This is an optimization exercise on Yosys and OpenROAD, whose aim is small area, a short achievable clock period and few clock cycles per item, not a production implementation. At most, simulation tests tie the RTL to the original design; equivalence was not proved. The RTL of run 1 was laid out without a check of its function. Power and IR drop assume default switching activity.

==> flow/design.v (outline; a module is shown in full before it is edited, if it fits) <==
// module csa_fa: 11 lines
// module iq_corr_accum: 2394 lines
module iq_corr_accum
#(
    parameter int LOG2_N = 4
) (
    input  logic               clk,
    input  logic               rst_n,
    input  logic               clr,
    input  logic               s_valid,
    output logic               s_ready,
    input  logic signed [15:0] s_xi,
    input  logic signed [15:0] s_xq,
    input  logic signed [15:0] s_ri,
    input  logic signed [15:0] s_rq,
    output logic               m_valid,
    input  logic               m_ready,
    output logic signed [63:0] m_wi,
    output logic signed [63:0] m_wq,
    output iq_corr_pkg::slot_state_t o_dbg_slot
);
  // ...
==> flow/run.sh <==
#!/bin/bash
# synth_recipe.tcl (not shown) runs the flow's synth.tcl, then flattens the netlist and writes it again
# the make line also repeats each setting of config.mk as NAME=value (left out here)
make -C /OpenROAD-flow-scripts/flow DESIGN_CONFIG=/design/flow/config.mk WORK_HOME=/design/flow/orfs CLKGATE_MAP_FILE= SYNTH_SCRIPT=/design/flow/synth_recipe.tcl finish
==> flow/config.mk <==
export PLATFORM = sky130hd
export DESIGN_NAME = iq_corr_accum
export DESIGN_NICKNAME = iq_corr_accum
export VERILOG_FILES = /design/flow/design.v
export SDC_FILE = /design/flow/constraint.sdc
export NUM_CORES = 4
export LEC_CHECK = 0
export ABC_CLOCK_PERIOD_IN_PS = 4200
export CAP_MARGIN = 20
export CORE_MARGIN = 2
export CORE_UTILIZATION = 40
export SETUP_SLACK_MARGIN = 4.3
export SLEW_MARGIN = 20
export SYNTH_HIERARCHICAL = 1
export SYNTH_MINIMUM_KEEP_SIZE = 0
==> flow/constraint.sdc <==
create_clock -name core_clock -period 8.5 [get_ports {clk}]
set_input_delay 1.7000 -clock core_clock [delete_from_list [all_inputs] [get_ports {clk}]]
set_output_delay 1.7000 -clock core_clock [all_outputs]
set_load 0.01 [all_outputs]
==> reports/qor.txt, run 1 <==
Outcome: complete, no violations
Chip Height: 295.5 um
Maximum number of pins on one net before global-route repair: 44
Leakage: 14.42 nW
Simple-gate share of the synthesized area: 4.571%
Worst vdd ir: 176.5 uV
Grt met2 use: 39.05%
Layout clock area frac: 3.571%
Setup-failing EPs final: 0
Global route overflow: 0
Chip Width: 295.5 um
Power Density: 378.6 nW/um2
Routed WL per cell: 28.65 um
Psw: 6.558 mW
Clock slew at reported path FFs: 0.07 ns
Worst r2r src: r_ri_two[3]$_DFF_P_
Util after Layout: 46.53%
Ys flop type: dfxtp_1
Design area: 39,070 um2
Area Overhead vs Synth: 14.92%
Post-route setup slack: 4.299 ns
Post-DP Area: 36,340 um2
Via/cell ratio: 6.049
Final slew viol count: 0
Clkbuf count: 51
Cell family with most CP delay: adder cells
Most frequent cells in the layout: 634 x fa_1, 532 x xnor2_1, 480 x a22oi_1
Gr usage total: 25.62%
Maxcap violations: 0
Clock root buffer: clkbuf_16
Yosys warning count: 7
First-pass GRT wire length: 169,200 um
Worst r2r dst: r_ti_c[17]$_DFF_P_
CP max FO: 17
Final Wtd Congestion: 0.8841
Drt drc: 0
Vias in the first global route: 27,130
Core area: 83,950 um2
Post-synthesis compound-gate area fraction: 12.99%
Mean Syn Cell Area: 11.38 um2
Layout fillers: 7,467
Logic pwr share: 68.3%
==> run 2, diff against run 1 <==
--- a/flow/design.v
+++ b/flow/design.v
@@ -63,17 +63,17 @@
     logic [7:0]       r_ri_one, r_ri_two, r_ri_neg;    
     logic [7:0]       r_rq_one, r_rq_two, r_rq_neg;
     logic [36:0]      r_ti_s, r_ti_c, r_tq_s, r_tq_c;   
     logic [36:0]      r_wi, r_wq;                 
     logic             w_full, w_last, w_accept, w_clear;
     logic [7:0]       w_ri_one, w_ri_two, w_ri_neg, w_rq_one, w_rq_two, w_rq_neg;
     assign w_full   = (r_state == iq_corr_pkg::FULL);
     assign w_last   = (r_cnt == CNT_LAST);
-    assign s_ready  = ~clr & ~(w_last & w_full & ~m_ready);
+    assign s_ready  = ~clr & ~(w_last & ((w_full & ~m_ready) | r_last1 | r_done));
     assign w_accept = s_valid & s_ready;
     assign w_clear  = r_first1;
     always_ff @(posedge clk or negedge rst_n) begin
         if (!rst_n) begin
             r_cnt <= '0;
         end else if (clr) begin
             r_cnt <= '0;
         end else if (w_accept) begin
==> flow/config.mk (replaced) <==
export PLATFORM = sky130hd
export DESIGN_NAME = iq_corr_accum
export DESIGN_NICKNAME = iq_corr_accum
export VERILOG_FILES = /design/flow/design.v
export SDC_FILE = /design/flow/constraint.sdc
export NUM_CORES = 4
export LEC_CHECK = 0
export ABC_CLOCK_PERIOD_IN_PS = 4200
export CAP_MARGIN = 20
export CORE_MARGIN = 2
export CORE_UTILIZATION = 55
export PLACE_DENSITY = 0.68
export SETUP_SLACK_MARGIN = 4.3
export SLEW_MARGIN = 20
export SYNTH_HIERARCHICAL = 1
export SYNTH_MINIMUM_KEEP_SIZE = 0
==> run 2 against run 1 <==
Net effect:
- global-route usage grew 8.2 points
- utilization increased by 16 points
- fmax down 0.99%
- clock power is 12% lower
- final area fell by 1.4%
- register-to-register slack worse by 0.04 ns
- clock skew increased by 0.0085 ns
- flip-flop and latch count did not move
- critical path type unchanged
- critical endpoint is now r_ti_c[15]$_DFF_P_
- largest cell class unchanged
==> reports/qor.txt, run 2 <==
Worst Max-Slew Pin Slew: 0.9996 ns
Clock Sinks: 310
Most frequent cells in the layout: 634 x fa_1, 532 x xnor2_1, 480 x a22oi_1
Worst vdd ir: 191.6 uV (+8.5%)
Post-layout nets: 3,782
Clock root buffer: clkbuf_16
Max_slew headroom: 33.20%
Flop-to-flop setup slack: 4.26 ns
Min-delay src: r_last1$_DFF_PN0_
Cells on worst reg2reg path: 9
Outcome: complete, no violations
Synth top cells by count: 634 x fa_1, 541 x xnor2_1, 480 x a22oi_1, 257 x clkbuf_1, 228 x dfxtp_1
Post-route antenna net violation count: 0
Cell Chain, Critical Path: buf_12 -> a22oi_1 -> xnor2_1 -> fa_1 -> fa_1 -> fa_1 -> fa_1 -> fa_1 -> fa_1
# port buffers: 199
Yosys warning count: 7 (unchanged)
Main combinational cell family by area after synthesis: adder cells
Number of H-tree levels: 2
Gr usage total: 33.80% (+8.2 points)
Clock share of power: 11.1%
Final Wtd Congestion: 0.9271 (+4.9%)
Maxcap violations: 0 (unchanged)
IO Count: 200
Setup crit start: r_xi[9]$_DFF_P_
Cell count after synthesis: 2,989
Worst r2r src: r_xi[9]$_DFF_P_
Post-synthesis sequential area ratio: 20.52%
Final setup skew: 0.03917 ns
Via/cell ratio: 6.689 (+11%)
Clock slew at reported path FFs: 0.07 ns (about the same)
FF+latch count, synth: 310
CTS tree: yes
Worst r2r dst: r_ti_c[15]$_DFF_P_
Peak Freq: 235.7 MHz
Layout cells sized above 1: 8.142%
Drt drc: 0 (unchanged)
CTS Buf Count: 38
Clock Latency Late Sink: 0.59 ns
Most used cell, CP: fa_1
Layout fillers: 4,792 (-36%)
Placed cell count: 3,678
Internal Pwr Total: 8.057 mW
Worst stage delay on the critical path: 0.62 ns
Starting DRT DRC Count: 4,150
Commonest non-fill, non-tap cell in the layout: fa_1
Mean Syn Cell Area: 11.39 um2 (about the same)
Required time of the critical path: 8.95 ns
Post-Route WL: 114,500 um
Arr. time, crit path: 4.69 ns
Critical path class: reg2reg
Asr flop ratio synth: 2.581%
Worst path slowest cell: dfxtp_4
TNS Setup: 0 ns
Multiplexer share of the synthesized area: 0.4116%
Chip Height: 252.8 um (-14%)
Maximum number of pins on one net before global-route repair: 55 (+25%)
Setup-failing EPs final: 0 (unchanged)
Area Overhead vs Synth: 13.16%
Clock Path Buffers: 3
Routed WL per cell: 30.13 um (+5.2%)
Adder-cell share of the synthesized area: 40.96%
Final slew viol count: 0 (unchanged)
Die ar.: 63,910 um2
Number of flops mapped to enable cells by yosys: 74
Sw frac: 44.83%
Cell variety after synth: 53
XOR/XNOR share of the synthesized area: 15.00%
Post-synthesis cell area: 34,040 um2
Cell family with most CP delay: adder cells
Psw: 6.547 mW (-0.17%)
Buffer and inverter count on the worst path: 1
Unrepaired setup endpoints after global routing: yes
Area leader, netlist: fa_1
Most instantiated library cell after synthesis: fa_1
Initial antenna violation count: 1
Post-layout min period: 4.243 ns
Ys flop type: dfxtp_1
Util after Layout: 62.66% (+16 points)
Hpwl dp: 66,220 um
Power Density: 379.1 nW/um2 (+0.14%)
Simple-gate share of the synthesized area: 4.576% (about the same)
Kind of end point of the critical path: flop
Yosys top cell area share: 37.28%
Final Power: 14.60 mW
Hold Path Depth: 0
Post-synthesis compound-gate area fraction: 13.05% (+0.062 points)
DR pass1 iterations: 9
Initial core utilization: 55.37%
First-pass GRT wire length: 162,600 um (-3.9%)
Sink of the worst hold path: r_done$_DFF_PN0_
Post-CTS Hold Fix Bufs: 0
Leakage: 14.40 nW (-0.14%)
Register share of total power: 19.5%
Cell Rows: 91
CP max FO: 17 (unchanged)
Diodes inserted: 0
HP Class: reg2reg
Vias in the first global route: 27,080 (-0.18%)
Core area: 61,480 um2 (-27%)
Main area contributors after synthesis: fa_1 37%, xnor2_1 14%, dfxtp_1 13%
Chip Width: 252.8 um (-14%)
Worst hold margin: 0.4318 ns
Global route overflow: 0 (unchanged)
Vias: 25,410
CP Launch Type: flop
Post-route insts no fill: 3,799
Final worst-path cycle share: 49.92%
Logic pwr share: 69.4% (+1.1 points)
Post-Synthesis Net Count: 3,792
Final Hold Violating Endpoints: 0
==> run 2: cell count changes in the layout (fill, tap and decap cells not counted), moves of 5 or more <==
cell	delta
buf_12	-6
dfxtp_1	-6
dfxtp_2	+5
nand2_1	-5
==> run 2: Yosys stat by module, one instance, submodules excluded <==
module	flops+latches	copies in the design	cell area [um2]
csa_fa	0	598	20.02
iq_corr_accum	310	1	22070
==> run 2: worst max path at each step <==
| stage | to | slack [ns] | cells past startpoint |
|---|---|---|---|
| CTS | s_ready | 4.28 | 5 |
| finish | r_ti_c[15]$_DFF_P_ | 4.26 | 9 |
| detailed placement | s_ready | 3.27 | 5 |
| global placement | s_ready | 3.29 | 5 |
| global route | r_tq_c[18]$_DFF_P_ | 4.26 | 9 |
| floorplan | r_tq_c[18]$_DFF_P_ | 4.30 | 9 |
==> run 2: power groups by stage <==
| stage | combinational, mW | clock (mW) | sequential [mW] |
|---|---|---|---|
| 6_report | 10.1 | 1.62 | 2.85 |
| 5_1_grt | 11.5 | 1.71 | 2.89 |
| 4_1_cts | 9.99 | 1.66 | 2.88 |
| 3_5_place_dp | 9.78 | 0 | 2.91 |
| 3_3_place_gp | 9.31 | 0 | 2.91 |
| 2_1_floorplan | 7.21 | 0 | 2.67 |
==> run 2: logic make-up after synthesis <==
family | count (synthesis)
AOI/OAI and AO/OA | 610
xor gates and xnor gates | 583
adders and majority gates | 734
buffers and inverters | 440
DFF | 310
muxes | 14
and+or+nand+nor | 298
==> run 2: area by class of cell <==
class,instances,area (um2),share of cell area (%)
Inverter,98,397.9,1.033
Sequential cell,310,7169,18.61
Clock buffer,50,1046,2.715
Clock inverter,20,171.4,0.4450
Tap cell,790,988.4,2.566
Timing Repair Buffer,291,3460,8.980
Multi-Input combinational cell,2240,25290,65.65
==> run 2: what timing repair did <==
action,in CTS,in global routing
pin swaps,2,2
endpoints found under the setup margin,62,37
endpoints found under the hold margin,0,0
cloned,1,0
setup buffers,5,45
resized for setup,81,60
==> run 2: through the flow <==
stage	cell area, um2	setup WS (ns)
floorplan	34060	4.296
finish	38520	4.257
global route	38520	4.256
global placement	35920	3.288
CTS	37440	4.277
detailed placement	35920	3.270
==> run 2: routing by layer <==
metal | routed length, um | up-vias | GRT usage (%)
li1 | - | 9932 | -
met1 | 41530 | 12670 | 44.88
met2 | 48520 | 2258 | 50.73
met3 | 17660 | 545 | 11.93
met4 | 6736 | 4 | 13.61
met5 | 27 | - | 0
Testbench counts of run 2, summed over its fixed seeds: cycles 3,090, items 3,072.

static timing again, ports no longer ideal:
The flow's constraints put no driver on any port. The routed layouts listed below were extracted and timed again, unchanged, in two steps.
Step 1 (the two cells are an assumption about what drives the block):
set clk [get_ports {clk}]
set_driving_cell -lib_cell sky130_fd_sc_hd__clkbuf_16 $clk
set_driving_cell -lib_cell sky130_fd_sc_hd__buf_2 [delete_from_list [all_inputs] $clk]
Step 2 adds t to the input delays and takes it off the output delays; t is the mean of the earliest and latest rising clock arrival at the registers after step 1. Input paths then give back, and output paths get back, about the clock's delay inside the block.
Three values: ideal, step 1, step 2; two values: the first two.
run | shift t [ns] | slack for setup (ns) | latest minus earliest clock arrival (ns) | worst register clock-pin slew, ns
run 1 | 0.643 | 4.299 / 4.299 / 4.299 | 0.034 / 0.033 | 0.07 / 0.07
run 2 | 0.633 | 4.257 / 4.257 / 4.257 | 0.040 / 0.040 | 0.07 / 0.07
After both steps every run listed still meets setup and hold.
